What follows belongs to an exercise in optimizing a design on an open flow for small area, a short achievable clock period and few clock cycles; a production flow would make more cautious choices.
Function was checked by simulation only, so behaviour that the tests miss may differ from the original.

[flow/flow/run.sh]
#!/bin/bash
# Standard layout, with the timing repair aimed below the clock period.
set -euo pipefail
bash standard.sh finish SETUP_SLACK_MARGIN=7.0 > flow_orfs.log 2>&1
[flow/standard.sh]
#!/bin/bash
# synth_recipe.tcl (not shown) runs the flow's synth.tcl, then flattens the netlist and writes it again
# the make line also repeats each setting of config.mk as NAME=value (left out here)
make -C /OpenROAD-flow-scripts/flow DESIGN_CONFIG=/design/flow/config.mk WORK_HOME=/design/flow/orfs CLKGATE_MAP_FILE= SYNTH_SCRIPT=/design/flow/synth_recipe.tcl "${@:-finish}"
[flow/config.mk]
export PLATFORM = sky130hd
export DESIGN_NAME = rational_arithmetic_unit
export DESIGN_NICKNAME = rational_arithmetic_unit
export VERILOG_FILES = /design/flow/design.v
export SDC_FILE = /design/flow/constraint.sdc
export NUM_CORES = 4
export LEC_CHECK = 0
export CAP_MARGIN = 20
export CORE_MARGIN = 2
export CORE_UTILIZATION = 40
export SLEW_MARGIN = 20
[flow/constraint.sdc]
create_clock -name core_clock -period 11.0 [get_ports {clk}]
set_input_delay 2.2000 -clock core_clock [delete_from_list [all_inputs] [get_ports {clk}]]
set_output_delay 2.2000 -clock core_clock [all_outputs]
set_load 0.01 [all_outputs]
[flow/design.v]
`timescale 1ns / 1ps
package rau_pkg;
  localparam logic [1:0] ACT_REDUCE = 2'd0;
  localparam logic [1:0] ACT_ADD    = 2'd1;
  localparam logic [1:0] ACT_MUL    = 2'd2;
  localparam logic [1:0] ACT_EQUAL  = 2'd3;
endpackage
module rau_add #(
  parameter int W = 64
) (
  input  logic [W-1:0] a,
  input  logic [W-1:0] b,
  input  logic         cin,
  output logic [W-1:0] s,
  output logic         cout
);
  function automatic int levels(input int w);
    levels = 0;
    for (int i = 0; i < 31; i++) if ((1 << i) < w) levels = i + 1;
  endfunction
  localparam int L = levels(W);
  logic [W-1:0] g [0:L];
  logic [W-1:0] p [0:L];
  logic [W-1:0] p0;
  assign p0 = a ^ b;
  assign g[0] = {a[W-1:1] & b[W-1:1], (a[0] & b[0]) | (p0[0] & cin)};
  assign p[0] = p0;
  for (genvar l = 0; l < L; l++) begin : g_lv
    for (genvar i = 0; i < W; i++) begin : g_bit
      if (((i >> l) & 1) != 0) begin : g_node
        localparam int J = ((i >> l) << l) - 1;
        assign g[l+1][i] = g[l][i] | (p[l][i] & g[l][J]);
        assign p[l+1][i] = p[l][i] & p[l][J];
      end else begin : g_pass
        assign g[l+1][i] = g[l][i];
        assign p[l+1][i] = p[l][i];
      end
    end
  end
  assign s = p0 ^ {g[L][W-2:0], cin};
  assign cout = g[L][W-1];
endmodule
`timescale 1ns / 1ps
module rau_ctrl (
  input  logic               clk,
  input  logic               rst,
  input  logic               in_valid,
  output logic               in_stall,
  input  logic [1:0]         action,
  input  logic [31:0]        first_num,
  input  logic [31:0]        first_den,
  input  logic [31:0]        second_num,
  input  logic [31:0]        second_den,
  input  logic               take,       
  output logic               full,       
  output logic               pq_eq,      
  output logic               pq_eqv,     
  output logic [63:0]        p,          
  output logic [63:0]        q,          
  output logic               sp,         
  output logic               sq,         
  output logic               pfix        
);
  logic        ready, busy, last, is_add, is_red, flip_p, flip_q;
  logic [31:0] oa, ob, oc;      
  logic [3:0]  cnt;
  logic [35:0] p_hi;
  logic [31:0] p_lo;
  logic [34:0] q_hi;
  logic [31:0] q_lo;
  assign in_stall = !ready;
  assign p = {p_hi[31:0], p_lo};
  assign q = {q_hi[31:0], q_lo};
  wire accept = in_valid && ready;
  wire prod_in = (action != rau_pkg::ACT_EQUAL);
  assign sp = is_add ? p_hi[31] : flip_p;
  assign sq = flip_q;
  assign pfix = is_add && p_hi[31];
  function automatic logic [2:0] bdec(input logic [2:0] b, input logic f);
    logic one, two;
    one = b[1] ^ b[0];
    two = (b == 3'b100) || (b == 3'b011);
    bdec = {one, two, (b[2] ^ f) && (one || two)};
  endfunction
  function automatic logic [35:0] bpp(input logic [31:0] x, input logic [2:0] d);
    logic [35:0] xe, m;
    xe = {{4{x[31]}}, x};
    m = d[2] ? xe : (d[1] ? {xe[34:0], 1'b0} : 36'd0);
    bpp = m ^ {36{d[0]}};
  endfunction
  logic [2:0] ka, kc, kq;       
  wire        add_in = (action == rau_pkg::ACT_ADD);
  wire        red_in = (action == rau_pkg::ACT_REDUCE);
  wire [31:0] pl_in = add_in ? first_den :
                      (action == rau_pkg::ACT_MUL) ? second_num : 32'd1;
  wire [31:0] ql_in = red_in ? 32'd1 : second_den;
  wire        fp_in = red_in ? first_num[31] :
                      (action == rau_pkg::ACT_MUL) && (first_num[31] ^ second_num[31]);
  wire        fq_in = red_in ? first_den[31] : (first_den[31] ^ second_den[31]);
  wire [2:0]  pd_n = accept ? {pl_in[1:0], 1'b0} : {p_lo[3:2], p_lo[1]};
  wire [2:0]  qd_n = accept ? {ql_in[1:0], 1'b0} : {q_lo[3:2], q_lo[1]};
  wire        add_n = accept ? add_in : is_add;
  wire        fp_n = accept ? fp_in : flip_p;
  wire        fq_n = accept ? fq_in : flip_q;
  always_ff @(posedge clk) begin
    ka <= bdec(add_n ? qd_n : pd_n, fp_n);
    kc <= add_n ? bdec(pd_n, fp_n) : 3'b000;
    kq <= bdec(qd_n, fq_n);
  end
  wire [35:0] ta = bpp(oa, ka);
  wire [35:0] tc = bpp(oc, kc);
  wire [35:0] tb = bpp(ob, kq);
  wire na = ka[0];
  wire nc = kc[0];
  wire nq = kq[0];
  wire [35:0] cs_s = p_hi ^ ta ^ tc;
  wire [35:0] cs_c = {(p_hi[34:0] & ta[34:0]) | (p_hi[34:0] & tc[34:0]) | (ta[34:0] & tc[34:0]), na};
  wire [35:0] psum;
  wire [34:0] qsum;
  rau_add #(.W(36)) u_p (.a(cs_s), .b(cs_c), .cin(nc), .s(psum), .cout());
  rau_add #(.W(35)) u_q (.a(q_hi), .b(tb[34:0]), .cin(nq), .s(qsum), .cout());
  wire full_n = (full && !take) || (accept && !prod_in) || (busy && last);
  wire busy_n = (busy && !last) || (accept && prod_in);
  always_ff @(posedge clk) begin
    if (rst) begin
      ready <= 1'b1;
      busy <= 1'b0;
      full <= 1'b0;
    end else begin
      ready <= !busy_n && !full_n;
      busy <= busy_n;
      full <= full_n;
    end
  end
  always_ff @(posedge clk) begin
    if (accept) begin
      is_add <= add_in;
      is_red <= red_in;
      flip_p <= fp_in;
      flip_q <= fq_in;
      pq_eq <= (action == rau_pkg::ACT_EQUAL);
      pq_eqv <= (first_num == second_num) && (first_den == second_den);
      oa <= first_num;
      ob <= first_den;
      oc <= second_num;
      cnt <= 4'd0;
      last <= (action == rau_pkg::ACT_REDUCE);
      p_hi <= 36'd0;
      q_hi <= 35'd0;
      p_lo <= pl_in;
      q_lo <= ql_in;
    end else if (busy && is_red) begin
      p_lo <= psum[31:0];
      q_lo <= qsum[31:0];
    end else if (busy) begin
      cnt <= cnt + 4'd1;
      last <= (cnt == 4'd14);
      p_hi <= {{2{psum[35]}}, psum[35:2]};
      p_lo <= {psum[1:0], p_lo[31:2]};
      q_hi <= {{2{qsum[34]}}, qsum[34:2]};
      q_lo <= {qsum[1:0], q_lo[31:2]};
    end
  end
endmodule
`timescale 1ns / 1ps
module rau_datapath (
  input  logic               clk,
  input  logic               rst,
  input  logic               full,
  input  logic               pq_eq,
  input  logic               pq_eqv,
  input  logic [63:0]        p,
  input  logic [63:0]        q,
  input  logic               sp,
  input  logic               sq,
  input  logic               pfix,
  output logic               take,       
  output logic               out_valid,
  input  logic               out_stall,
  output logic [63:0]        out_num,
  output logic [63:0]        out_den,
  output logic               is_equal,
  output logic               status
);
  logic        busy, up, mode, done, fix;
  logic [5:0]  s;
  logic [63:0] ra, rb;
  logic [64:0] xa, xb, ya, yb;
  assign out_valid = busy && done;
  assign out_num = yb[63:0];
  assign out_den = xb[63:0];
  wire load = full && !fix && (!busy || (done && !out_stall));
  assign take = (load && !pfix) || fix;
  wire zz = (p == 64'd0) && (q == 64'd0);
  wire [63:0] d1;
  wire c1, c2, c4;
  wire [64:0] xs, ys;
  rau_add #(.W(64)) u_d1 (.a(ra), .b(~rb), .cin(1'b1), .s(d1), .cout(c1));
  rau_add #(.W(65)) u_c2 (.a({1'b0, ra}), .b(~{rb, 1'b0}), .cin(1'b1), .s(), .cout(c2));
  rau_add #(.W(66)) u_c4 (.a({2'b0, ra}), .b(~{rb, 2'b0}), .cin(1'b1), .s(), .cout(c4));
  rau_add #(.W(65)) u_xs (.a(xa), .b(xb ^ {65{mode}}), .cin(mode), .s(xs), .cout());
  rau_add #(.W(65)) u_ys (.a(ya), .b(yb ^ {65{mode}}), .cin(mode), .s(ys), .cout());
  wire [63:0] ra_n = c1 ? d1 : ra;
  wire [64:0] xa_n = c1 ? xs : xa;
  wire [64:0] ya_n = c1 ? ys : ya;
  wire shift_up = up && c2;
  wire shift_two = up && c4;
  wire swap = !shift_up && (s == 6'd0);
  wire rem_zero = c1 ? (ra == rb) : (ra == 64'd0);
  always_ff @(posedge clk) begin
    if (rst) begin
      busy <= 1'b0;
    end else if (load) begin
      busy <= 1'b1;
    end else if (busy && done && !out_stall) begin
      busy <= 1'b0;
    end
  end
  always_ff @(posedge clk) begin
    fix <= load && pfix && !rst;
    if (load) begin
      done <= pq_eq || (!pfix && q == 64'd0);
      s <= 6'd0;
      up <= 1'b1;
      is_equal <= pq_eq && pq_eqv;
      status <= !pq_eq && zz;
      mode <= sp ^ sq;
      ra <= pfix ? 64'd0 : p;
      rb <= pq_eq ? 64'd0 : (pfix ? p : q);
      xa <= 65'd1;
      xb <= 65'd0;
      ya <= 65'd0;
      yb <= (pq_eq || zz) ? 65'd0 : 65'd1;
    end else if (fix) begin
      done <= (q == 64'd0);
      ra <= d1;
      rb <= q;
    end else begin
      if (shift_up) begin
        ra <= ra;
        xa <= xa;
        ya <= ya;
      end else if (swap) begin
        ra <= rb;
        xa <= xb;
        ya <= yb;
      end else begin
        ra <= ra_n;
        xa <= xa_n;
        ya <= ya_n;
      end
      if (!done) begin
        if (shift_two) begin
          s <= s + 6'd2;
          rb <= {rb[61:0], 2'b0};
          xb <= {xb[62:0], 2'b0};
          yb <= {yb[62:0], 2'b0};
        end else if (shift_up) begin
          s <= s + 6'd1;
          rb <= {rb[62:0], 1'b0};
          xb <= {xb[63:0], 1'b0};
          yb <= {yb[63:0], 1'b0};
        end else if (swap) begin
          done <= rem_zero;
          up <= 1'b1;
          rb <= ra_n;
          xb <= xa_n;
          yb <= ya_n;
        end else begin
          s <= s - 6'd1;
          up <= 1'b0;
          rb <= {1'b0, rb[63:1]};
          xb <= {xb[64], xb[64:1]};
          yb <= {yb[64], yb[64:1]};
        end
      end
    end
  end
endmodule
`timescale 1ns / 1ps
module rational_arithmetic_unit #(
  parameter int OPERAND_WIDTH = 32
) (
  input  logic               clk,
  input  logic               rst,
  input  logic               in_valid,
  output logic               in_stall,
  input  logic [1:0]         action,
  input  logic signed [31:0] first_num,
  input  logic signed [31:0] first_den,
  input  logic signed [31:0] second_num,
  input  logic signed [31:0] second_den,
  output logic               out_valid,
  input  logic               out_stall,
  output logic signed [63:0] out_num,
  output logic signed [63:0] out_den,
  output logic               is_equal,
  output logic               status
);
  logic        take, full, pq_eq, pq_eqv, sp, sq, pfix;
  logic [63:0] p, q;
  rau_ctrl u_ctrl (.clk, .rst, .in_valid, .in_stall, .action, .first_num,
    .first_den, .second_num, .second_den, .take, .full, .pq_eq, .pq_eqv, .p, .q, .sp, .sq, .pfix);
  rau_datapath u_dp (.clk, .rst, .full, .pq_eq, .pq_eqv, .p, .q, .sp, .sq, .pfix, .take,
    .out_valid, .out_stall, .out_num, .out_den, .is_equal, .status);
endmodule
==> results of run 1 <==
==> worst min-delay path, delay by kind of cell (launching register included) <==
family             cells  cell delay [ns]
DFF                    1             0.32
AOI/OAI and AO/OA      1             0.05
and+or+nand+nor        1             0.06
==> cells in the mapped netlist (74+ instances only) <==
| master | count |
|---|---|
| sky130_fd_sc_hd__dfxtp_1 | 290 |
| sky130_fd_sc_hd__buf_2 | 74 |
| sky130_fd_sc_hd__mux2i_1 | 96 |
| sky130_fd_sc_hd__nor2_1 | 487 |
| sky130_fd_sc_hd__a21o_1 | 142 |
| sky130_fd_sc_hd__edfxtp_1 | 360 |
| sky130_fd_sc_hd__ha_1 | 388 |
| sky130_fd_sc_hd__nand3_1 | 127 |
| sky130_fd_sc_hd__a22oi_1 | 132 |
| sky130_fd_sc_hd__buf_4 | 146 |
| sky130_fd_sc_hd__a211oi_1 | 96 |
| sky130_fd_sc_hd__nor3_1 | 101 |
| sky130_fd_sc_hd__clkbuf_1 | 248 |
| sky130_fd_sc_hd__nand2_1 | 601 |
| sky130_fd_sc_hd__a21oi_1 | 546 |
| sky130_fd_sc_hd__a222oi_1 | 84 |
| sky130_fd_sc_hd__o21ai_0 | 415 |
| sky130_fd_sc_hd__xor2_1 | 283 |
| sky130_fd_sc_hd__inv_1 | 169 |
| sky130_fd_sc_hd__nor4_1 | 79 |
| sky130_fd_sc_hd__o211ai_1 | 102 |
| sky130_fd_sc_hd__xnor2_1 | 211 |
==> flip-flops by register name, summed over array words and instances, names as in the netlist, 4 cells and up <==
name and flops:
u_dp.xb 65, u_ctrl.oc 32, u_ctrl.oa 32, u_dp.xa 65
u_ctrl.q_lo 32, u_dp.ya 65, u_ctrl.p_hi 34, u_dp.s 6
u_ctrl.q_hi 32, u_ctrl.cnt 4, u_dp.ra 64, u_dp.rb 64
u_dp.yb 65, u_ctrl.p_lo 32, u_ctrl.ob 32
==> layer usage <==
| metal | vias up | wire length [microns] |
|---|---|---|
| met2 | 4770 | 112500 |
| met4 | 16 | 27240 |
| met3 | 1485 | 36470 |
| met1 | 27350 | 90780 |
| li1 | 23920 | - |
| met5 | - | 100 |
==> cells by family (layout without fill, tap and decap cells) <==
kind of cell,after synthesis,count (layout)
AO/OA/AOI/OAI,2019,2023
AND/OR/NAND/NOR,1649,1657
buffers and inverters,695,1388
flip-flops,650,650
XOR/XNOR,494,494
adder cells (fa/ha/maj),455,455
multiplexers,116,116
other,0,7
==> stage by stage <==
step | cells | hold WS [ns]
2_1_floorplan | 6078 | 0.4257
3_3_place_gp | 7640 | 0.4559
3_5_place_dp | 7640 | 0.4584
4_1_cts | 8193 | 0.4732
5_1_grt | 8525 | 0.4864
6_report | 8532 | 0.4736
==> path summary, 6_finish.rpt <==
kind / startpoint / endpoint / slack, ns / cells after the start
max reg2reg: u_dp.rb[46]$_DFFE_PP_ / u_dp.s[5]$_SDFFE_PP0P_ / 6.45 / 19
min: u_dp.xa[12]$_SDFFE_PP0P_ / u_dp.xa[12]$_SDFFE_PP0P_ / 0.47 / 2
max: u_dp.rb[46]$_DFFE_PP_ / u_dp.s[5]$_SDFFE_PP0P_ / 6.45 / 19
min reg2reg: u_dp.xa[12]$_SDFFE_PP0P_ / u_dp.xa[12]$_SDFFE_PP0P_ / 0.47 / 2
==> layout make-up <==
cell class                 count  area, sq um  share of cell area, %
sequential                   650        16730                  22.98
antenna                        7        17.52                0.02406
timing repair inverter         4        50.05                0.06875
tap                         1742         2180                  2.994
clock inverter                30        335.3                 0.4606
multi-input combinational   4745        37650                  51.72
clock buffer                 124         2434                  3.343
inverter                     173        719.4                 0.9882
timing repair buffer        1057        12690                  17.43
==> what timing repair did <==
action,CTS,global route
resized for setup,553,973
cloned,81,48
setup buffers,318,284
pin swaps,178,491
endpoints found under the setup margin,851,496
==> load_flow_metrics.sql, run 1 <==
INSERT INTO impl_metrics (metric_group, metric, value, unit) VALUES
('yosys', 'post_synth_fa_ha_maj_area_fraction', '11.82', '%'),
('min_path', 'worstHoldPathType', 'reg2reg', ''),
('layout', 'finalCoreUtilization', '56.08', '%'),
('layout', 'layout.cells.most_common_list', 'sky130_fd_sc_hd__nand2_1, sky130_fd_sc_hd__buf_4, sky130_fd_sc_hd__a21oi_1, sky130_fd_sc_hd__nor2_1, sky130_fd_sc_hd__edfxtp_1', ''),
('yosys', 'ys_top_cells_by_area', 'sky130_fd_sc_hd__edfxtp_1, sky130_fd_sc_hd__dfxtp_1, sky130_fd_sc_hd__ha_1', ''),
('floorplan', 'placementRows', '132', ''),
('critical_path', 'crit_path_max_incr_delay', '0.45', 'ns'),
('layout', 'fillers', '10990', ''),
('layout', 'design_area', '72800', 'sq um'),
('yosys', 'synth.mux.area_fraction', '2.263', '%'),
('placement', 'port_buffers', '265', ''),
('critical_path', 'critPathKind', 'reg2reg', ''),
('critical_path', 'timing.critical_path.max_delay_family', 'compound AO/OA/AOI/OAI gates', ''),
('critical_path', 'timing.critical_path.to_type', 'register', ''),
('cts', 'clock_sink_total', '650', ''),
('yosys', 'synth_ff_type', 'sky130_fd_sc_hd__edfxtp_1', ''),
('global_route', 'global_route.overflow_total', '0', ''),
('yosys', 'netlist.area_leader.share', '20.62', '%'),
('layout', 'fraction_of_layout_cells_with_a_size_suffix_above_1', '26.80', '%'),
('detailed_routing', 'via_count', '57540', ''),
('cts', 'cts-root-to-sink-buffers', '3', ''),
('global_route', 'grt_first_pass_wirelength', '348900', 'microns'),
('floorplan', 'core-area', '129800', 'sq um'),
('global_route', 'global_route.usage.total', '34.39', '%'),
('timing', 'finClkSkew', '0.04285', 'ns'),
('detailed_routing', 'routed_via_density', '6.744', ''),
('detailed_routing', 'route.detailed.drc', '0', ''),
('yosys', 'synth.yosys.warnings', '17', ''),
('cts', 'worst_skew_pair.late_latency', '0.74', 'ns'),
('yosys', 'synth_top_family_by_area', 'compound AO/OA/AOI/OAI gates', ''),
('detailed_routing', 'drt_wl_total', '267100', 'microns'),
('floorplan', 'initial_utilization', '40.38', '%'),
('global_route', 'use_met1', '41.85', '%'),
('layout', 'area_growth', '38.89', '%'),
('cts', 'path_clk_slew', '0.06', 'ns'),
('yosys', 'synth_edf_count', '360', ''),
('global_route', 'gr-max-usage-layer', 'met2', ''),
('outcome', 'status', 'complete, no violations', ''),
('critical_path', 'timing.critical_path.cells', 'inv_2 > ha_1 > nand4_1 > or3_4 > o32ai_2 > a211o_1 > a221o_1 > a41oi_4 > nor2_4 > clkinv_8 > buf_4 > ha_1 > inv_1 > o21bai_1 > a21oi_2 > xnor2_1 > o21ai_1 > a21oi_1 > a31o_2', ''),
('yosys', 'xor_xnor_share_of_the_synthesized_area', '8.254', '%'),
('yosys', 'yosys.area_share.simple', '14.11', '%'),
('timing', 'grt_setup_unrepaired', 'yes', ''),
('detailed_routing', 'drt_first_pass_iters', '13', ''),
('floorplan', 'ioPinCount', '266', ''),
('global_route', 'antenna_found_initial', '15', ''),
('timing', 'post-route-period-util', '41.36', '%'),
('yosys', 'synthesis.nets', '6667', ''),
('yosys', 'synth.largest_area_cell', 'sky130_fd_sc_hd__edfxtp_1', ''),
('timing', 'fmax', '0.2198', 'GHz'),
('cts', 'htree_num_levels', '3', ''),
('cts', 'clockRootBuffer', 'sky130_fd_sc_hd__clkbuf_16', ''),
('critical_path', 'cpMaxStageDelayCell', 'sky130_fd_sc_hd__edfxtp_1', ''),
('cts', 'numCtsBuffers', '83', ''),
('placement', 'hpwl', '138600', 'microns'),
('cts', 'ctsHoldBuffers', '0', ''),
('yosys', 'synthesis.instances', '6078', ''),
('critical_path', 'worst-path-max-fanout', '7', ''),
('detailed_routing', 'route.antenna.remaining_nets', '0', ''),
('yosys', 'netlist_area', '52420', 'sq um'),
('global_route', 'met2_routing_resource_usage_after_global_routing', '53.30', '%'),
('layout', 'final_common_cell', 'sky130_fd_sc_hd__nand2_1', ''),
('timing', 'setup_viol', '0', ''),
('placement', 'pre_cts_slack', '4.567', 'ns'),
('yosys', 'synth-seq-cells', '650', ''),
('yosys', 'synth-compound-area-share', '25.53', '%'),
('timing', 'final_critical_path_setup_slack', '6.450', 'ns'),
('timing', 'hold_viol_final', '0', ''),
('timing', 'final.setup.tns', '0', 'ns'),
('detailed_routing', 'initialDrtViolationCount', '9450', '');
Testbench counts, summed over its fixed seeds: cycles 16,243.
==> run 2: changes to the inputs <==
--- a/flow/design.v
+++ b/flow/design.v
@@ -62,7 +62,7 @@
   output logic               pfix        
 );
   logic        ready, busy, last, is_add, is_red, flip_p, flip_q;
-  logic [31:0] oa, ob, oc;      
+  logic [31:0] oa, ob;          
   logic [3:0]  cnt;
   logic [35:0] p_hi;
   logic [31:0] p_lo;
@@ -91,8 +91,7 @@
   logic [2:0] ka, kc, kq;       
   wire        add_in = (action == rau_pkg::ACT_ADD);
   wire        red_in = (action == rau_pkg::ACT_REDUCE);
-  wire [31:0] pl_in = add_in ? first_den :
-                      (action == rau_pkg::ACT_MUL) ? second_num : 32'd1;
+  wire [31:0] pl_in = red_in ? 32'd1 : second_num;
   wire [31:0] ql_in = red_in ? 32'd1 : second_den;
   wire        fp_in = red_in ? first_num[31] :
                       (action == rau_pkg::ACT_MUL) && (first_num[31] ^ second_num[31]);
@@ -108,7 +107,7 @@
     kq <= bdec(qd_n, fq_n);
   end
   wire [35:0] ta = bpp(oa, ka);
-  wire [35:0] tc = bpp(oc, kc);
+  wire [35:0] tc = bpp(ob, kc);
   wire [35:0] tb = bpp(ob, kq);
   wire na = ka[0];
   wire nc = kc[0];
@@ -142,7 +141,6 @@
       pq_eqv <= (first_num == second_num) && (first_den == second_den);
       oa <= first_num;
       ob <= first_den;
-      oc <= second_num;
       cnt <= 4'd0;
       last <= (action == rau_pkg::ACT_REDUCE);
       p_hi <= 36'd0;
==> flow/flow/run.sh (replaced) <==
#!/bin/bash
# Standard layout, with the timing repair aimed below the clock period.
set -euo pipefail
bash standard.sh finish SETUP_SLACK_MARGIN=6.5 > flow_orfs.log 2>&1
==> run 2 against run 1 <==
Effect of this change: final area down 18%; non-clock buffer count fell by 609; still clean; sequential cell count is 32 lower; routed wire length fell by 20%; highest routed layer unchanged; setup slack improved by 0.058 ns; first-iteration DRC count is 30% lower; critical path depth down 2; cell count decreased by 8.6%; synthesized area decreased by 2.2%; core utilization shrank 9.1 points.
==> load_flow_metrics.sql, run 2 <==
INSERT INTO impl_metrics (metric_group, metric, value, unit) VALUES
('yosys', 'synth_edf_count', '328', ''),
('critical_path', 'timing.critical_path.to_type', 'register', ''),
('timing', 'finClkSkew', '0.03535', 'ns'),
('detailed_routing', 'routedWlPerCell', '27.31', 'microns'),
('yosys', 'synth.mux.area_fraction', '2.999', '%'),
('layout', 'design_area', '59820', 'sq um'),
('outcome', 'status', 'complete, no violations', ''),
('cts', 'worst_skew_pair.late_latency', '0.71', 'ns'),
('yosys', 'synth-compound-area-share', '25.82', '%'),
('cts', 'numCtsBuffers', '77', ''),
('layout', 'final-seq-area', '15670', 'sq um'),
('critical_path', 'worst-path-max-fanout', '43', ''),
('cts', 'clock_sink_total', '618', ''),
('yosys', 'synthTopCellsByCount', 'sky130_fd_sc_hd__nand2_1, sky130_fd_sc_hd__a21oi_1, sky130_fd_sc_hd__o21ai_0', ''),
('layout', 'layout.cells.most_common_list', 'sky130_fd_sc_hd__nand2_1, sky130_fd_sc_hd__a21oi_1, sky130_fd_sc_hd__o21ai_0, sky130_fd_sc_hd__nor2_1, sky130_fd_sc_hd__ha_1', ''),
('timing', 'tightestPinTransition', '1.242', 'ns'),
('timing', 'worst_slew_margin_rel', '16.42', '%'),
('yosys', 'synth-seq-cells', '618', ''),
('global_route', 'antenna_found_initial', '5', ''),
('layout', 'final_common_cell', 'sky130_fd_sc_hd__nand2_1', ''),
('critical_path', 'r2r_setup_slack', '6.51', 'ns'),
('placement', 'globalplace.congestion', '0.9435', ''),
('min_path', 'worstHoldPathCells', '2', ''),
('floorplan', 'placementRows', '131', ''),
('global_route', 'grt_first_pass_wirelength', '308400', 'microns'),
('critical_path', 'worstRegToRegCells', '17', ''),
('min_path', 'holdPathEnd', 'u_dp.ya[58]$_SDFFE_PP0P_', ''),
('detailed_routing', 'via_count', '50250', ''),
('cts', 'path_clk_slew', '0.06', 'ns'),
('detailed_routing', 'routed_via_density', '6.441', ''),
('floorplan', 'die_area', '131100', 'sq um'),
('layout', 'fraction_of_layout_cells_with_a_size_suffix_above_1', '9.008', '%'),
('global_route', 'global_route.usage.total', '30.70', '%'),
('critical_path', 'critPathKind', 'reg2reg', ''),
('yosys', 'synthesis.nets', '6627', ''),
('timing', 'setup_viol', '0', ''),
('timing', 'final.min_clock_period', '4.492', 'ns'),
('critical_path', 'r2r-end', 'u_dp.yb[59]$_SDFFCE_PP0P_', ''),
('min_path', 'hold_path.startpoint', 'u_dp.ya[58]$_SDFFE_PP0P_', ''),
('yosys', 'xor_xnor_share_of_the_synthesized_area', '8.316', '%'),
('detailed_routing', 'drt_first_pass_iters', '11', ''),
('layout', 'final_net_count', '6666', ''),
('detailed_routing', 'drt_wl_total', '213100', 'microns'),
('placement', 'placed_cell_area', '54440', 'sq um'),
('yosys', 'ys_top_cells_by_area', 'sky130_fd_sc_hd__edfxtp_1, sky130_fd_sc_hd__dfxtp_1, sky130_fd_sc_hd__ha_1', ''),
('placement', 'port_buffers', '265', ''),
('critical_path', 'crit_arrival', '4.99', 'ns'),
('global_route', 'grt_start_max_net_pins', '87', ''),
('yosys', 'synthesis.instances', '6038', ''),
('floorplan', 'core-area', '127400', 'sq um'),
('timing', 'grt_setup_unrepaired', 'yes', ''),
('cts', 'cts-root-to-sink-buffers', '3', ''),
('detailed_routing', 'route.detailed.drc', '0', ''),
('cts', 'clockRootBuffer', 'sky130_fd_sc_hd__clkbuf_16', ''),
('floorplan', 'die_width', '362.0', 'microns'),
('yosys', 'netlist_area', '51270', 'sq um'),
('yosys', 'number_of_unique_standard_cell_types_used_by_synthesis', '99', ''),
('global_route', 'global_route.overflow_total', '0', ''),
('yosys', 'synth_ff_type', 'sky130_fd_sc_hd__edfxtp_1', ''),
('floorplan', 'ioPinCount', '266', ''),
('placement', 'hpwl', '140900', 'microns'),
('detailed_routing', 'initialDrtViolationCount', '6659', ''),
('cts', 'tritoncts_clock_tree', 'built', ''),
('run', 'cap_viol_max_count', '0', ''),
('yosys', 'synth.yosys.warnings', '17', ''),
('yosys', 'yosys.area_share.simple', '14.22', '%'),
('timing', 'report.final.slew_viol_count', '0', ''),
('floorplan', 'initial_utilization', '40.26', '%'),
('layout', 'area_growth', '16.66', '%'),
('min_path', 'worstHoldPathType', 'reg2reg', ''),
('yosys', 'post-synth-top-count-cell', 'sky130_fd_sc_hd__nand2_1', ''),
('global_route', 'via_count_of_the_first_global_routing_pass', '47280', ''),
('yosys', 'syn_area_per_cell', '8.492', 'sq um'),
('yosys', 'fraction_of_registers_with_async_set_reset', '0', '%'),
('critical_path', 'reg2reg_from', 'u_dp.rb[2]$_DFFE_PP_', ''),
('timing', 'hold_viol_final', '0', ''),
('timing', 'final.setup.tns', '0', 'ns'),
('floorplan', 'chipHeight', '362.0', 'microns'),
('timing', 'fmax', '0.2226', 'GHz'),
('layout', 'fillers', '12180', ''),
('critical_path', 'required', '11.50', 'ns'),
('yosys', 'synth_top_family_by_area', 'compound AO/OA/AOI/OAI gates', ''),
('yosys', 'post_synth_fa_ha_maj_area_fraction', '12.08', '%'),
('layout', 'multi_input_area', '33800', 'sq um'),
('yosys', 'synth.largest_area_cell', 'sky130_fd_sc_hd__edfxtp_1', ''),
('critical_path', 'crit_path_start_kind', 'register', ''),
('yosys', 'netlist.area_leader.share', '19.21', '%'),
('yosys', 'yosysSeqAreaShare', '30.53', '%'),
('detailed_routing', 'route.antenna.remaining_nets', '0', ''),
('cts', 'htree_num_levels', '3', ''),
('timing', 'post-route-period-util', '40.84', '%');
run 2: worst max-delay path: stages, from the launching register on:
cell	delay [ns]
sky130_fd_sc_hd__edfxtp_1	0.45
sky130_fd_sc_hd__inv_2	0.10
sky130_fd_sc_hd__ha_1	0.31
sky130_fd_sc_hd__nand2_1	0.06
sky130_fd_sc_hd__o21ai_2	0.16
sky130_fd_sc_hd__a31oi_2	0.16
sky130_fd_sc_hd__o41ai_4	0.50
sky130_fd_sc_hd__o211ai_1	0.13
sky130_fd_sc_hd__buf_4	0.18
sky130_fd_sc_hd__and3_4	0.18
sky130_fd_sc_hd__nor2_4	0.26
sky130_fd_sc_hd__buf_8	0.34
sky130_fd_sc_hd__buf_12	0.30
sky130_fd_sc_hd__a21oi_4	0.12
sky130_fd_sc_hd__nand2_1	0.25
sky130_fd_sc_hd__buf_8	0.35
sky130_fd_sc_hd__nor2_1	0.09
sky130_fd_sc_hd__a2111oi_2	0.32
run 2: what timing repair did:
| action | 4_1_cts | 5_1_grt |
|---|---|---|
| resized for setup | 162 | 143 |
| setup endpoints to repair | 659 | 284 |
| pin swaps | 24 | 74 |
| hold buffers | 0 | 0 |
| setup buffers | 26 | 59 |
| gates cloned | 17 | 11 |
run 2: layout make-up:
class	count	area share [%]
timing repair buffer	448	8.262
inverter	171	1.153
multi-input combinational	4759	56.51
tap	1662	3.476
timing repair inverter	2	0.02928
antenna	1	0.004183
sequential	618	26.20
clock buffer	102	3.581
clock inverter	39	0.7823
run 2: cell families (layout without fill, tap and decap cells):
kind of cell	after synthesis	count (layout)
other	0	1
AO/OA/AOI/OAI	2042	2045
flip-flops	618	618
adder cells (fa/ha/maj)	455	455
buffers and inverters	669	762
AND/OR/NAND/NOR	1616	1621
XOR/XNOR	486	486
multiplexers	152	152
run 2: stage by stage:
step	hold WS [ns]	utilization (%)	worst slack [ns]	cells
2_1_floorplan	0.4257	-	5.964	6038
4_1_cts	0.4711	45.81	6.470	7731
5_1_grt	0.4890	46.97	6.425	7801
3_5_place_dp	0.4630	42.75	4.425	7547
3_3_place_gp	0.4523	42.72	4.498	7546
6_report	0.4698	46.97	6.508	7802
run 2: worst max path at each step:
stage,start,to,slack [ns],depth (start not counted)
2_1_floorplan,out_stall,u_dp.rb[0]$_DFFE_PP_,5.96,6
3_3_place_gp,out_stall,u_dp.xb[0]$_SDFFE_PP0P_,4.50,11
3_5_place_dp,out_stall,u_dp.xb[0]$_SDFFE_PP0P_,4.42,11
4_1_cts,u_dp.mode$_DFFE_PP_,u_dp.yb[61]$_SDFFCE_PP0P_,6.47,15
5_1_grt,u_dp.rb[41]$_DFFE_PP_,u_dp.yb[59]$_SDFFCE_PP0P_,6.43,17
6_report,u_dp.rb[2]$_DFFE_PP_,u_dp.yb[59]$_SDFFCE_PP0P_,6.51,17
run 2: layer usage:
metal | vias up | track usage [%] | wire (microns)
li1 | 22450 | - | -
met1 | 24320 | 39.35 | 83100
met2 | 2862 | 48.98 | 96480
met3 | 623 | 5.918 | 20640
met4 | 2 | 15.94 | 12840
met5 | - | 0 | 13
Testbench counts of run 2, summed over its fixed seeds: cycles 16,243.
==> run 3: changes to the inputs <==
==> flow/flow/run.sh (replaced) <==
#!/bin/bash
# Standard layout, with the timing repair aimed below the clock period and
# plain buffers on the ports.
set -euo pipefail
bash standard.sh finish SETUP_SLACK_MARGIN=6.5 "BUFFER_PORTS_ARGS=-buffer_cell sky130_fd_sc_hd__buf_1" > flow_orfs.log 2>&1
--- a/flow/config.mk
+++ b/flow/config.mk
@@ -8,4 +8,6 @@
 export CAP_MARGIN = 20
 export CORE_MARGIN = 2
 export CORE_UTILIZATION = 40
+export CTS_CLUSTER_DIAMETER = 100
+export CTS_CLUSTER_SIZE = 30
 export SLEW_MARGIN = 20
==> run 3 against run 2 <==
Effect of this change: worst hold slack better by 0.0063 ns; non-clock buffer count down 21; setup slack better by 0.034 ns; synthesized area unchanged; sequential cell count unchanged; first-iteration DRC count shrank 7.2%; critical path depth is 1 higher; count of clock-buffer cells in the layout decreased by 57; final area decreased by 5.8%; register-to-register slack improved by 0.03 ns; critical endpoint unchanged.
==> load_flow_metrics.sql, run 3 <==
INSERT INTO impl_metrics (metric_group, metric, value, unit) VALUES
('min_path', 'worstHoldPathType', 'reg2reg', ''),
('placement', 'hpwl', '138100', 'microns'),
('layout', 'fraction_of_layout_cells_with_a_size_suffix_above_1', '7.315', '%'),
('floorplan', 'initial_utilization', '40.26', '%'),
('yosys', 'netlist_area', '51270', 'sq um'),
('run', 'cap_viol_max_count', '0', ''),
('detailed_routing', 'routedWlPerCell', '27.35', 'microns'),
('cts', 'path_clk_slew', '0.11', 'ns'),
('timing', 'hold_viol_final', '0', ''),
('floorplan', 'chipHeight', '362.0', 'microns'),
('layout', 'layout.cells.most_common_list', 'sky130_fd_sc_hd__nand2_1, sky130_fd_sc_hd__a21oi_1, sky130_fd_sc_hd__o21ai_0, sky130_fd_sc_hd__nor2_1, sky130_fd_sc_hd__ha_1', ''),
('detailed_routing', 'via_count', '50030', ''),
('critical_path', 'timing.critical_path.cells', 'inv_2 > ha_1 > nand2_1 > o21ai_1 > a31oi_1 > o41ai_2 > o211ai_1 > buf_4 > and3_4 > nor2_4 > buf_4 > buf_12 > a21oi_1 > buf_4 > nand2_4 > buf_6 > nor2_1 > a2111oi_2', ''),
('cts', 'htree_num_levels', '2', ''),
('yosys', 'post_synth_fa_ha_maj_area_fraction', '12.08', '%'),
('detailed_routing', 'drt_first_pass_iters', '9', ''),
('cts', 'ctsHoldBuffers', '0', ''),
('layout', 'final_common_cell', 'sky130_fd_sc_hd__nand2_1', ''),
('yosys', 'synth_top_family_by_area', 'compound AO/OA/AOI/OAI gates', ''),
('timing', 'final.setup.tns', '0', 'ns'),
('timing', 'setup_viol', '0', ''),
('placement', 'globalplace.congestion', '1.012', ''),
('critical_path', 'critPathKind', 'reg2reg', ''),
('detailed_routing', 'initialDrtViolationCount', '6182', ''),
('yosys', 'yosys.area_share.simple', '14.22', '%'),
('floorplan', 'die_area', '131100', 'sq um'),
('global_route', 'via_count_of_the_first_global_routing_pass', '47000', ''),
('yosys', 'synth_ff_type', 'sky130_fd_sc_hd__edfxtp_1', ''),
('timing', 'final.min_clock_period', '4.458', 'ns'),
('critical_path', 'timing.critical_path.to_type', 'register', ''),
('global_route', 'global_route.usage.total', '30.26', '%'),
('floorplan', 'ioPinCount', '266', ''),
('timing', 'finClkSkew', '0.03673', 'ns'),
('yosys', 'synth-compound-area-share', '25.82', '%'),
('critical_path', 'crit_path_start_kind', 'register', ''),
('timing', 'holdWs', '0.4762', 'ns'),
('detailed_routing', 'drt_wl_total', '210800', 'microns'),
('global_route', 'global_route.overflow_total', '0', ''),
('critical_path', 'required', '11.46', 'ns'),
('global_route', 'grt_start_max_net_pins', '116', ''),
('critical_path', 'worst_path_most_repeated_cell', 'sky130_fd_sc_hd__buf_4', ''),
('timing', 'final_critical_path_setup_slack', '6.542', 'ns'),
('yosys', 'netlist.area_leader.share', '19.21', '%'),
('timing', 'report.final.slew_viol_count', '0', ''),
('yosys', 'synthesis.instances', '6038', ''),
('layout', 'area_growth', '9.839', '%'),
('yosys', 'yosysSeqAreaShare', '30.53', '%'),
('placement', 'port_buffers', '265', ''),
('timing', 'fmax', '0.2243', 'GHz'),
('global_route', 'antenna_found_initial', '5', ''),
('yosys', 'xor_xnor_share_of_the_synthesized_area', '8.316', '%'),
('cts', 'clockRootBuffer', 'sky130_fd_sc_hd__clkbuf_16', ''),
('detailed_routing', 'routed_via_density', '6.491', ''),
('cts', 'numCtsBuffers', '39', ''),
('cts', 'cts-root-to-sink-buffers', '3', ''),
('placement', 'pre_cts_slack', '5.239', 'ns'),
('yosys', 'synthTopCellsByCount', 'sky130_fd_sc_hd__nand2_1, sky130_fd_sc_hd__a21oi_1, sky130_fd_sc_hd__o21ai_0', ''),
('detailed_routing', 'route.antenna.remaining_nets', '0', ''),
('cts', 'tritoncts_clock_tree', 'built', ''),
('outcome', 'status', 'complete, no violations', ''),
('placement', 'placed_cell_area', '52780', 'sq um'),
('yosys', 'syn_area_per_cell', '8.492', 'sq um'),
('timing', 'post-route-period-util', '40.53', '%'),
('yosys', 'synthesis.nets', '6627', ''),
('yosys', 'synth_edf_count', '328', ''),
('yosys', 'ys_top_cells_by_area', 'sky130_fd_sc_hd__edfxtp_1, sky130_fd_sc_hd__dfxtp_1, sky130_fd_sc_hd__ha_1', ''),
('floorplan', 'die_width', '362.0', 'microns'),
('cts', 'worst_skew_pair.late_latency', '0.67', 'ns'),
('detailed_routing', 'route.detailed.drc', '0', ''),
('critical_path', 'crit_arrival', '4.92', 'ns'),
('layout', 'final_net_count', '6602', ''),
('cts', 'clock_sink_total', '618', ''),
('critical_path', 'worst-path-max-fanout', '33', ''),
('timing', 'worst_slew_margin_rel', '25.88', '%'),
('critical_path', 'cpMaxStageDelayCell', 'sky130_fd_sc_hd__o41ai_2', ''),
('critical_path', 'crit_path_max_incr_delay', '0.51', 'ns'),
('timing', 'tightestPinTransition', '1.112', 'ns'),
('floorplan', 'placementRows', '131', ''),
('floorplan', 'core-area', '127400', 'sq um'),
('critical_path', 'timing.critical_path.max_delay_family', 'compound AO/OA/AOI/OAI gates', ''),
('yosys', 'post-synth-top-count-cell', 'sky130_fd_sc_hd__nand2_1', ''),
('global_route', 'grt_first_pass_wirelength', '304400', 'microns'),
('yosys', 'fraction_of_registers_with_async_set_reset', '0', '%'),
('yosys', 'synth.yosys.warnings', '17', ''),
('yosys', 'synth.mux.area_fraction', '2.999', '%'),
('timing', 'grt_setup_unrepaired', 'yes', ''),
('yosys', 'synth.largest_area_cell', 'sky130_fd_sc_hd__edfxtp_1', ''),
('critical_path', 'cp.buffers_inverters', '6', ''),
('layout', 'design_area', '56320', 'sq um'),
('yosys', 'number_of_unique_standard_cell_types_used_by_synthesis', '99', ''),
('yosys', 'synth-seq-cells', '618', '');
==> run 3: worst reg2reg max path, stage by stage, from the launching register on <==
cell and delay (ns):
sky130_fd_sc_hd__edfxtp_1 0.45, sky130_fd_sc_hd__inv_2 0.10, sky130_fd_sc_hd__ha_1 0.31, sky130_fd_sc_hd__nand2_1 0.05
sky130_fd_sc_hd__o21ai_1 0.16, sky130_fd_sc_hd__a31oi_1 0.13, sky130_fd_sc_hd__o41ai_2 0.51, sky130_fd_sc_hd__o211ai_1 0.17
sky130_fd_sc_hd__buf_4 0.19, sky130_fd_sc_hd__and3_4 0.18, sky130_fd_sc_hd__nor2_4 0.23, sky130_fd_sc_hd__buf_4 0.18
sky130_fd_sc_hd__buf_12 0.22, sky130_fd_sc_hd__a21oi_1 0.07, sky130_fd_sc_hd__buf_4 0.25, sky130_fd_sc_hd__nand2_4 0.28
sky130_fd_sc_hd__buf_6 0.34, sky130_fd_sc_hd__nor2_1 0.09, sky130_fd_sc_hd__a2111oi_2 0.37
==> run 3: final cells by class <==
cell class / instances / area [sq um]
Fill cell: 12550 / 71040
Multi-Input combinational cell: 4754 / 33450
Sequential cell: 618 / 15670
Timing Repair Buffer: 427 / 2995
Tap cell: 1662 / 2079
Clock buffer: 45 / 1051
Inverter: 171 / 680.7
Clock inverter: 25 / 359.1
Timing Repair inverter: 2 / 17.52
Antenna cell: 3 / 7.507
==> run 3: final timing paths <==
path | from | cells after the start | slack (ns) | end
setup reg to reg | u_dp.rb[2]$_DFFE_PP_ | 18 | 6.54 | u_dp.yb[59]$_SDFFCE_PP0P_
hold / removal | u_dp.ya[58]$_SDFFE_PP0P_ | 2 | 0.48 | u_dp.ya[58]$_SDFFE_PP0P_
setup / recovery | u_dp.rb[2]$_DFFE_PP_ | 18 | 6.54 | u_dp.yb[59]$_SDFFCE_PP0P_
hold reg to reg | u_dp.ya[58]$_SDFFE_PP0P_ | 2 | 0.48 | u_dp.ya[58]$_SDFFE_PP0P_
==> run 3: routing by layer <==
metal / vias to the layer above / GRT usage (%) / wire [microns]
met5: - / 0.7769 / 167
met4: 6 / 16.26 / 12870
met3: 616 / 4.947 / 20220
met2: 2840 / 48.28 / 94330
met1: 24280 / 39.05 / 83200
li1: 22290 / - / -
==> run 3: cell families (layout without fill, tap and decap cells) <==
| logic type | Yosys count | count (layout) |
|---|---|---|
| multiplexers | 152 | 152 |
| other | 0 | 3 |
| adder cells (fa/ha/maj) | 455 | 455 |
| AO/OA/AOI/OAI | 2042 | 2043 |
| XOR/XNOR | 486 | 486 |
| buffers and inverters | 669 | 670 |
| flip-flops | 618 | 618 |
| AND/OR/NAND/NOR | 1616 | 1618 |
==> run 3: what timing repair did <==
action,4_1_cts,5_1_grt
buffers inserted,24,44
gates resized for setup,121,112
endpoints found under the setup margin,508,354
cloned,12,12
pin swaps,22,43
==> run 3: through the flow <==
| stage | cells | util (%) |
|---|---|---|
| 2_1_floorplan | 6038 | - |
| 3_3_place_gp | 7542 | 41.44 |
| 3_5_place_dp | 7542 | 41.44 |
| 4_1_cts | 7648 | 43.37 |
| 5_1_grt | 7704 | 44.21 |
| 6_report | 7707 | 44.22 |

==> what the ideal ports hide <==
In the flow no input, the clock included, has a driving cell. The finished layouts below were timed again as built, in two steps.
Step 1 sets driving cells, clkbuf_16 on the clock port and buf_2 on the other inputs (assumed; they add their load-dependent delay and slew).
Step 2, shift: input delay + t, output delay - t, t = (earliest + latest rising clock arrival at the registers) / 2. This alone moves slack from input paths to output paths.
a / b / c = ideal / step 1 / step 2; a / b = the first two.
run	shift t [ns]	slack for setup (ns)	cell pins on the clock port's net
run 1	0.792	6.450 / 6.450 / 6.199	1
run 2	0.768	6.508 / 6.508 / 5.813	1
run 3	0.740	6.542 / 6.542 / 5.842	1
After both steps setup and hold are still met in every run listed. The setup slack of run 3, which loses most, moves by 0.000 ns with the drivers and by -0.700 ns with both steps.
